What follows belongs to an exercise in optimizing a design on an open flow for small area; a production flow would make more cautious choices. The RTL was checked by simulation tests, not by an equivalence proof against the original design. Power and IR drop assume default switching activity.

**constraint.sdc**
```tcl
create_clock -name core_clock -period 9.0 [get_ports {clk}]
set_input_delay 1.8000 -clock core_clock [delete_from_list [all_inputs] [get_ports {clk}]]
set_output_delay 1.8000 -clock core_clock [all_outputs]
set_load 0.01 [all_outputs]
```
**config.mk**
```make
export PLATFORM = sky130hd
export DESIGN_NAME = noc_cmd_parser
export DESIGN_NICKNAME = noc_cmd_parser
export VERILOG_FILES = /design/flow/design.v
export SDC_FILE = /design/flow/constraint.sdc
export NUM_CORES = 4
export LEC_CHECK = 0
export CAP_MARGIN = 20
export CORE_MARGIN = 2
export CORE_UTILIZATION = 40
export SLEW_MARGIN = 20
```
**run.sh**
```bash
#!/bin/bash
# synth_recipe.tcl (not shown) runs the flow's synth.tcl, then flattens the netlist and writes it again
# the make line also repeats each setting of config.mk as NAME=value (left out here)
make -C /OpenROAD-flow-scripts/flow DESIGN_CONFIG=/design/flow/config.mk WORK_HOME=/design/flow/orfs CLKGATE_MAP_FILE= SYNTH_SCRIPT=/design/flow/synth_recipe.tcl finish
```
**design.v**
```verilog
package noc_sw_pkg;
    localparam logic [2:0] OP_RD = 3'b001;
    localparam logic [2:0] OP_WR = 3'b010;
    localparam logic [7:0] DEF_PERM_BASE = 8'h40;
    typedef enum logic [1:0] {
        IDLE,
        DEST,
        BODY,
        SKIP
    } parser_state_e;
    function automatic logic [7:0] frame_len(input logic [7:0] hdr);
        logic [7:0] a;
        logic [7:0] d;
        a = 8'd1 << hdr[7:6];
        d = 8'd1 << hdr[5:3];
        if (hdr[2:0] == OP_WR) begin
            frame_len = a + d + 8'd3;
        end else begin
            frame_len = a + 8'd3;
        end
    endfunction
endpackage
module rewind_fifo #(
    parameter int DEPTH = 256
) (
    input  logic                    clk,
    input  logic                    reset_n,
    input  logic                    i_push,
    input  logic [8:0]              i_wdata,
    input  logic                    i_commit,
    input  logic                    i_rewind,
    input  logic                    i_pop,
    output logic [8:0]              o_rdata,
    output logic                    o_empty,
    output logic [$clog2(DEPTH):0]  o_free
);
    localparam int AW = $clog2(DEPTH);
    localparam logic [AW:0] ONE = (AW+1)'(1);
    logic [8:0]  r_mem [DEPTH];
    logic [AW:0] r_wr;
    logic [AW:0] r_cm;
    logic [AW:0] r_rd;
    logic [AW:0] w_wbase;
    assign w_wbase = i_rewind ? r_cm : r_wr;
    always_ff @(posedge clk) begin
        if (i_push) begin
            r_mem[w_wbase[AW-1:0]] <= i_wdata;
        end
    end
    always_ff @(posedge clk or negedge reset_n) begin
        if (!reset_n) begin
            r_wr <= '0;
            r_cm <= '0;
            r_rd <= '0;
        end else begin
            if (i_push) begin
                r_wr <= w_wbase + ONE;
            end else if (i_rewind) begin
                r_wr <= r_cm;
            end
            if (i_push && i_commit) begin
                r_cm <= w_wbase + ONE;
            end
            if (i_pop) begin
                r_rd <= r_rd + ONE;
            end
        end
    end
    assign o_rdata = r_mem[r_rd[AW-1:0]];
    assign o_empty = (r_rd == r_cm);
    assign o_free  = (AW+1)'(DEPTH) - (r_cm - r_rd);
endmodule
module noc_cmd_parser #(
    parameter int         DEPTH     = 256,
    parameter int         FRAMES    = 8,
    parameter logic [7:0] PERM_BASE = noc_sw_pkg::DEF_PERM_BASE,
    parameter int         NUM_PORTS = 4
) (
    input  logic        clk,
    input  logic        reset_n,
    input  logic        noc_to_dev_ctl,
    input  logic [7:0]  noc_to_dev_data,
    output logic        out_valid,
    input  logic        out_ready,
    output logic [8:0]  out_word,
    output logic [1:0]  out_port,
    output logic        out_sop,
    output logic        out_eop,
    output logic        drop_pulse
);
    localparam int AW = $clog2(DEPTH);
    localparam int FW = $clog2(FRAMES);
    noc_sw_pkg::parser_state_e r_state;
    noc_sw_pkg::parser_state_e w_state_nxt;
    logic [7:0]    r_cnt;
    logic [7:0]    w_cnt_nxt;
    logic [1:0]    r_port;
    logic [1:0]    w_port_nxt;
    logic          r_drop;
    logic          w_push;
    logic          w_commit;
    logic          w_rewind;
    logic          w_drop;
    logic          w_hdr;
    logic          w_in_frame;
    logic          w_op_ok;
    logic          w_room;
    logic          w_dest_ok;
    logic [1:0]    w_dest_idx;
    logic [7:0]    w_len;
    logic [AW:0]   w_free;
    logic [8:0]    w_rdata;
    logic          w_empty;
    logic          w_load;
    logic [1:0]    r_desc [FRAMES];
    logic [FW:0]   r_dwr;
    logic [FW:0]   r_drd;
    logic [FW:0]   w_drd_nx;
    logic          w_dfull;
    logic          w_dpop;
    logic [1:0]    w_head_port;
    logic [7:0]    r_orem;
    logic [7:0]    w_olen;
    assign w_hdr      = noc_to_dev_ctl && (noc_to_dev_data != 8'h00);
    assign w_in_frame = (r_state == noc_sw_pkg::DEST) || (r_state == noc_sw_pkg::BODY);
    assign w_op_ok    = (noc_to_dev_data[2:0] == noc_sw_pkg::OP_RD) ||
                        (noc_to_dev_data[2:0] == noc_sw_pkg::OP_WR);
    assign w_len      = noc_sw_pkg::frame_len(noc_to_dev_data);
    assign w_room     = (w_free >= (AW+1)'(w_len)) && !w_dfull;
    assign w_dest_ok  = ({1'b0, noc_to_dev_data} >= {1'b0, PERM_BASE}) &&
                        ({1'b0, noc_to_dev_data} <
                         {1'b0, PERM_BASE} + 9'(NUM_PORTS));
    assign w_dest_idx = noc_to_dev_data[1:0] - PERM_BASE[1:0];
    always_ff @(posedge clk or negedge reset_n) begin
        if (!reset_n) begin
            r_state <= noc_sw_pkg::IDLE;
            r_cnt   <= '0;
            r_port  <= '0;
            r_drop  <= 1'b0;
        end else begin
            r_state <= w_state_nxt;
            r_cnt   <= w_cnt_nxt;
            r_port  <= w_port_nxt;
            r_drop  <= w_drop;
        end
    end
    always_comb begin
        w_state_nxt = r_state;
        w_cnt_nxt   = r_cnt;
        w_port_nxt  = r_port;
        w_push      = 1'b0;
        w_commit    = 1'b0;
        w_rewind    = 1'b0;
        w_drop      = 1'b0;
        if (w_in_frame && noc_to_dev_ctl) begin
            w_rewind    = 1'b1;
            w_drop      = 1'b1;
            w_state_nxt = noc_sw_pkg::IDLE;
            w_cnt_nxt   = '0;
        end
        if (w_hdr) begin
            if (!w_op_ok) begin
                w_drop      = 1'b1;
                w_state_nxt = noc_sw_pkg::SKIP;
            end else if (!w_room) begin
                w_drop      = 1'b1;
                w_state_nxt = noc_sw_pkg::IDLE;
            end else begin
                w_push      = 1'b1;
                w_cnt_nxt   = w_len - 8'd1;
                w_state_nxt = noc_sw_pkg::DEST;
            end
        end else if (!noc_to_dev_ctl) begin
            case (r_state)
                noc_sw_pkg::DEST: begin
                    if (w_dest_ok) begin
                        w_push      = 1'b1;
                        w_cnt_nxt   = r_cnt - 8'd1;
                        w_port_nxt  = w_dest_idx;
                        w_state_nxt = noc_sw_pkg::BODY;
                    end else begin
                        w_rewind    = 1'b1;
                        w_drop      = 1'b1;
                        w_state_nxt = noc_sw_pkg::SKIP;
                    end
                end
                noc_sw_pkg::BODY: begin
                    w_push = 1'b1;
                    if (r_cnt == 8'd1) begin
                        w_commit    = 1'b1;
                        w_cnt_nxt   = '0;
                        w_state_nxt = noc_sw_pkg::IDLE;
                    end else begin
                        w_cnt_nxt = r_cnt - 8'd1;
                    end
                end
                default: ;
            endcase
        end
    end
    rewind_fifo #(
        .DEPTH (DEPTH)
    ) u_buf (
        .clk      (clk),
        .reset_n  (reset_n),
        .i_push   (w_push),
        .i_wdata  ({noc_to_dev_ctl, noc_to_dev_data}),
        .i_commit (w_commit),
        .i_rewind (w_rewind),
        .i_pop    (w_load),
        .o_rdata  (w_rdata),
        .o_empty  (w_empty),
        .o_free   (w_free)
    );
    assign w_dfull  = (r_dwr[FW] != r_drd[FW]) &&
                      (r_dwr[FW-1:0] == r_drd[FW-1:0]);
    assign w_dpop   = out_valid && out_ready && out_eop;
    assign w_drd_nx = r_drd + (FW+1)'(1);
    assign w_head_port = w_dpop ? r_desc[w_drd_nx[FW-1:0]] :
                                  r_desc[r_drd[FW-1:0]];
    always_ff @(posedge clk) begin
        if (w_commit) begin
            r_desc[r_dwr[FW-1:0]] <= r_port;
        end
    end
    always_ff @(posedge clk or negedge reset_n) begin
        if (!reset_n) begin
            r_dwr <= '0;
            r_drd <= '0;
        end else begin
            if (w_commit) begin
                r_dwr <= r_dwr + (FW+1)'(1);
            end
            if (w_dpop) begin
                r_drd <= w_drd_nx;
            end
        end
    end
    assign w_load = (!out_valid || out_ready) && !w_empty;
    assign w_olen = noc_sw_pkg::frame_len(w_rdata[7:0]);
    always_ff @(posedge clk or negedge reset_n) begin
        if (!reset_n) begin
            out_valid <= 1'b0;
            out_word  <= 9'h100;
            out_port  <= '0;
            out_sop   <= 1'b0;
            out_eop   <= 1'b0;
            r_orem    <= '0;
        end else if (w_load) begin
            out_valid <= 1'b1;
            out_word  <= w_rdata;
            out_sop   <= w_rdata[8];
            if (w_rdata[8]) begin
                out_port <= w_head_port;
                out_eop  <= 1'b0;
                r_orem   <= w_olen - 8'd1;
            end else begin
                out_eop <= (r_orem == 8'd1);
                r_orem  <= r_orem - 8'd1;
            end
        end else if (out_ready) begin
            out_valid <= 1'b0;
            out_sop   <= 1'b0;
            out_eop   <= 1'b0;
        end
    end
    assign drop_pulse = r_drop;
endmodule
```
==> flow_metrics.env <==
export IMPL_dpl_hpwl_mm=166.6
export IMPL_clock_sinks=2390
export IMPL_relSlewSlack=0.1725
export IMPL_syn_cell_area_um2=95750
export IMPL_vias=48799
export IMPL_die_area_um2=243300
export IMPL_arrival_ps=8300
export IMPL_crit_slowest_cell="dfrtp_4"
export IMPL_synth_avg_cell_area_um2=20.31
export IMPL_drive_above_1_share=0.2367
export IMPL_seq_area_frac_synth=0.7459
export IMPL_numCtsBuffers=231
export IMPL_core_area_um2=237900
export IMPL_synthesis_nets=4786
export IMPL_crit_type="register to register"
export IMPL_synth_top_cell_area_share=0.7276
export IMPL_grt_max_degree=151
export IMPL_fin_tns_setup_ps=0
export IMPL_grt_pass1_vias=48405
export IMPL_crit_path_max_fanout=27
export IMPL_power_switching_w=0.01128
export IMPL_tightest_slew_ps=1224
export IMPL_ant_nets=0
export IMPL_port_buffers=26
export IMPL_period_share=0.8367
export IMPL_p_comb_frac=0.328
export IMPL_drc_errors=0
export IMPL_io_pins=27
export IMPL_rsz0062_at_grt="no"
export IMPL_synth_most_common_cell="edfxtp_1"
export IMPL_cts_resized=0
export IMPL_yosysTopAreaCell="edfxtp_1"
export IMPL_hold_class="register to register"
export IMPL_post_cts_setup_buffers=0
export IMPL_syn_instance_count=4715
export IMPL_status="complete, no violations"
export IMPL_cellPowerDensity_nw_per_um2=311.4
export IMPL_peakVddDrop_mv=0.2315
export IMPL_clkPwrFrac=0.293
export IMPL_antenna_found_initial=10
export IMPL_cp_common_cell="inv_1"
export IMPL_async_flop_share=0.02929
export IMPL_yosys_top_cells_count="edfxtp_1 (2320), mux4_2 (612), nor2_1 (329)"
export IMPL_finalHoldViolCount=0
export IMPL_cts_root_buf="clkbuf_16"
export IMPL_cap_violations=0
export IMPL_drt_iter0_markers=6556
export IMPL_slew_violations=0
export IMPL_internal_power_w=0.02228
export IMPL_total_leakage_power_nw=33.77
export IMPL_clock_latency_ps=890
export IMPL_hold_buffers=0
export IMPL_path_cells="buf_4 -> mux4_2 -> mux2i_1 -> o311ai_0 -> a21oi_1 -> a32oi_1 -> o211ai_1 -> inv_1 -> or3_1 -> ha_1 -> inv_1 -> ha_1 -> inv_1 -> fa_1 -> xor2_1 -> or3b_2 -> nor2_1 -> mux2i_1 -> o21ai_1"
export IMPL_initial_core_util=0.4026
export IMPL_cp_top_family="compound AO/OA/AOI/OAI gates"
export IMPL_routed_wl_mm=263.8
export IMPL_grt_ovfl_total=0
export IMPL_synth_edf_count=2320
export IMPL_drt_wirelength_per_cell_um=31.99
export IMPL_area_delta_synth_final_pct=12.57
export IMPL_critPathBufInv=4
export IMPL_hold_worst_slack_ps=481.6
export IMPL_fp_dieW_um=493.3
export IMPL_setup_viol=0
export IMPL_cp_end_kind="register"
export IMPL_synth_main_ff_cell="edfxtp_1"
export IMPL_p_seq_frac=0.378
export IMPL_grt_use_total=0.2154
export IMPL_max_stage_delay_ps=1010
export IMPL_globalplace_congestion=0.9120
export IMPL_path_clk_slew_ps=60
export IMPL_htree_levels=4
export IMPL_die_y_um=493.3
export IMPL_cts_buffer_depth=3
export IMPL_grt_pass1_wl_mm=373.7
export IMPL_synth_area_top_cells="edfxtp_1 (73%), mux4_2 (14%), dfrtp_1 (1.8%)"
export IMPL_cts_tree="built"
export IMPL_nFillCells=19911
export IMPL_max_freq_mhz=132.8
export IMPL_cp_data_required_time_ps=9770
export IMPL_netSwitchingFraction=0.3360
export IMPL_critical_path_startpoint_type="register"
export IMPL_final_nets=4944
export IMPL_period_needed_ps=7530
export IMPL_skew_ps=58.27
export IMPL_via_per_inst=5.917
export IMPL_synth_distinct_cells=81
export IMPL_placement_rows=179
export IMPL_synth_seq_cells=2390
export IMPL_first_pass_iters=6
export IMPL_synth_warnings=2
==> kinds of logic (layout without fill, tap and decap cells) <==
group           Yosys count  after routing  share of synthesized area
compound gates          402            402                    0.02906
xor+xnor                 53             53                   0.004848
fa+ha+maj                59             59                   0.007945
buf+inv                 307            667                    0.01764
flops                  2390           2390                     0.7459
mux                     752            752                     0.1596
other cells               0              5                          0
simple gates            752            752                    0.03502
==> sequential cells by signal (all words and copies together) (netlist names) <==
register	cells
r_dwr	4
u_buf.r_rd	9
r_desc	16
u_buf.r_wr	9
r_port	2
r_cnt	8
out_word	9
u_buf.r_mem	2304
r_drop	1
out_eop	1
out_port	2
r_orem	8
out_valid	1
out_sop	1
u_buf.r_cm	9
r_drd	4
r_state	2
==> power by group through the flow <==
stage          Sequential (W)  Combinational, W  Clock (W)
2_1_floorplan          0.0127           0.00695          0
3_3_place_gp           0.0129            0.0109          0
3_5_place_dp           0.0129            0.0109          0
4_1_cts                0.0127            0.0110    0.00996
5_1_grt                0.0127            0.0115     0.0104
6_report               0.0127            0.0110    0.00984
==> cells in the final DEF, fill, tap and decap left out, types with 46 or more instances in the layout <==
master / n
a21oi_1: 85
buf_4: 133
clkbuf_1: 46
clkbuf_16: 232
clkinv_2: 51
dfrtp_1: 63
edfxtp_1: 2320
ha_1: 56
inv_1: 48
mux2i_1: 111
mux4_2: 612
nand2_1: 196
nand3_1: 53
nor2_1: 321
o21ai_0: 51
==> worst min-delay path: stages (launching register included) <==
cell and delay (ps):
dfrtp_1 340, nand2_1 50, nand2_1 60
==> cell type report <==
type	count	area (um^2)	area share
Sequential cell	2390	71440	0.6628
Multi-Input combinational cell	2018	22760	0.2112
Clock buffer	282	6033	0.05598
Tap cell	3167	3963	0.03676
Clock inverter	153	1687	0.01565
Timing Repair Buffer	179	1685	0.01564
Inverter	53	203.9	0.001892
Antenna cell	5	12.51	0.0001161
==> layer usage <==
metal	GRT usage	wire length [um]	vias up
li1	-	-	19801
met1	0.3056	108200	26088
met2	0.3296	122100	2455
met3	0.04759	23770	449
met4	0.07502	9726	6
met5	0	41	-
==> path summary, 6_finish.rpt <==
check                                   start            end  slack, ps  cells after the start
max in group asynchronous             reset_n  u_buf.r_rd[5]       7470                      1
worst max register to register  u_buf.r_rd[0]      r_orem[7]       1470                     19
worst max-delay path            u_buf.r_rd[0]      r_orem[7]       1470                     19
min in group asynchronous             reset_n       r_drd[1]        920                      1
worst min-delay path              out_word[6]    out_word[6]        480                      2
worst min register to register    out_word[6]    out_word[6]        480                      2
==> stage by stage <==
stage	area (um^2)	instances	total power, W	worst slack (ps)	util
3_5_place_dp	100000	7807	0.02385	1022	0.4206
6_report	107800	8247	0.03356	1470	0.4532
4_1_cts	107800	8242	0.03361	1557	0.4531
2_1_floorplan	95750	4715	0.01962	2707	-
5_1_grt	107800	8244	0.03458	1211	0.4531
3_3_place_gp	100000	7806	0.02382	1114	0.4205

-- static timing again, ports no longer ideal --
The flow's constraints put no driver on any port. The routed layout listed below was extracted and timed again, unchanged, in two steps. Step 1, drivers: a clkbuf_16 drives clk and a buf_2 each remaining input, both assumed. Step 2, shift: input delay + t, output delay - t, t = (earliest + latest rising clock arrival at the registers) / 2. This alone moves slack from input paths to output paths. Slacks: no drivers / after step 1 / after step 2; pairs: no drivers / after step 1.
t (ns): 0.955
slack for setup (ns): 1.470 / 1.470 / 0.800
worst setup path after step 2: input to register
After both steps this run still meets setup and hold. The setup slack of this run moves by 0.000 ns with the drivers and by -0.670 ns with both steps.
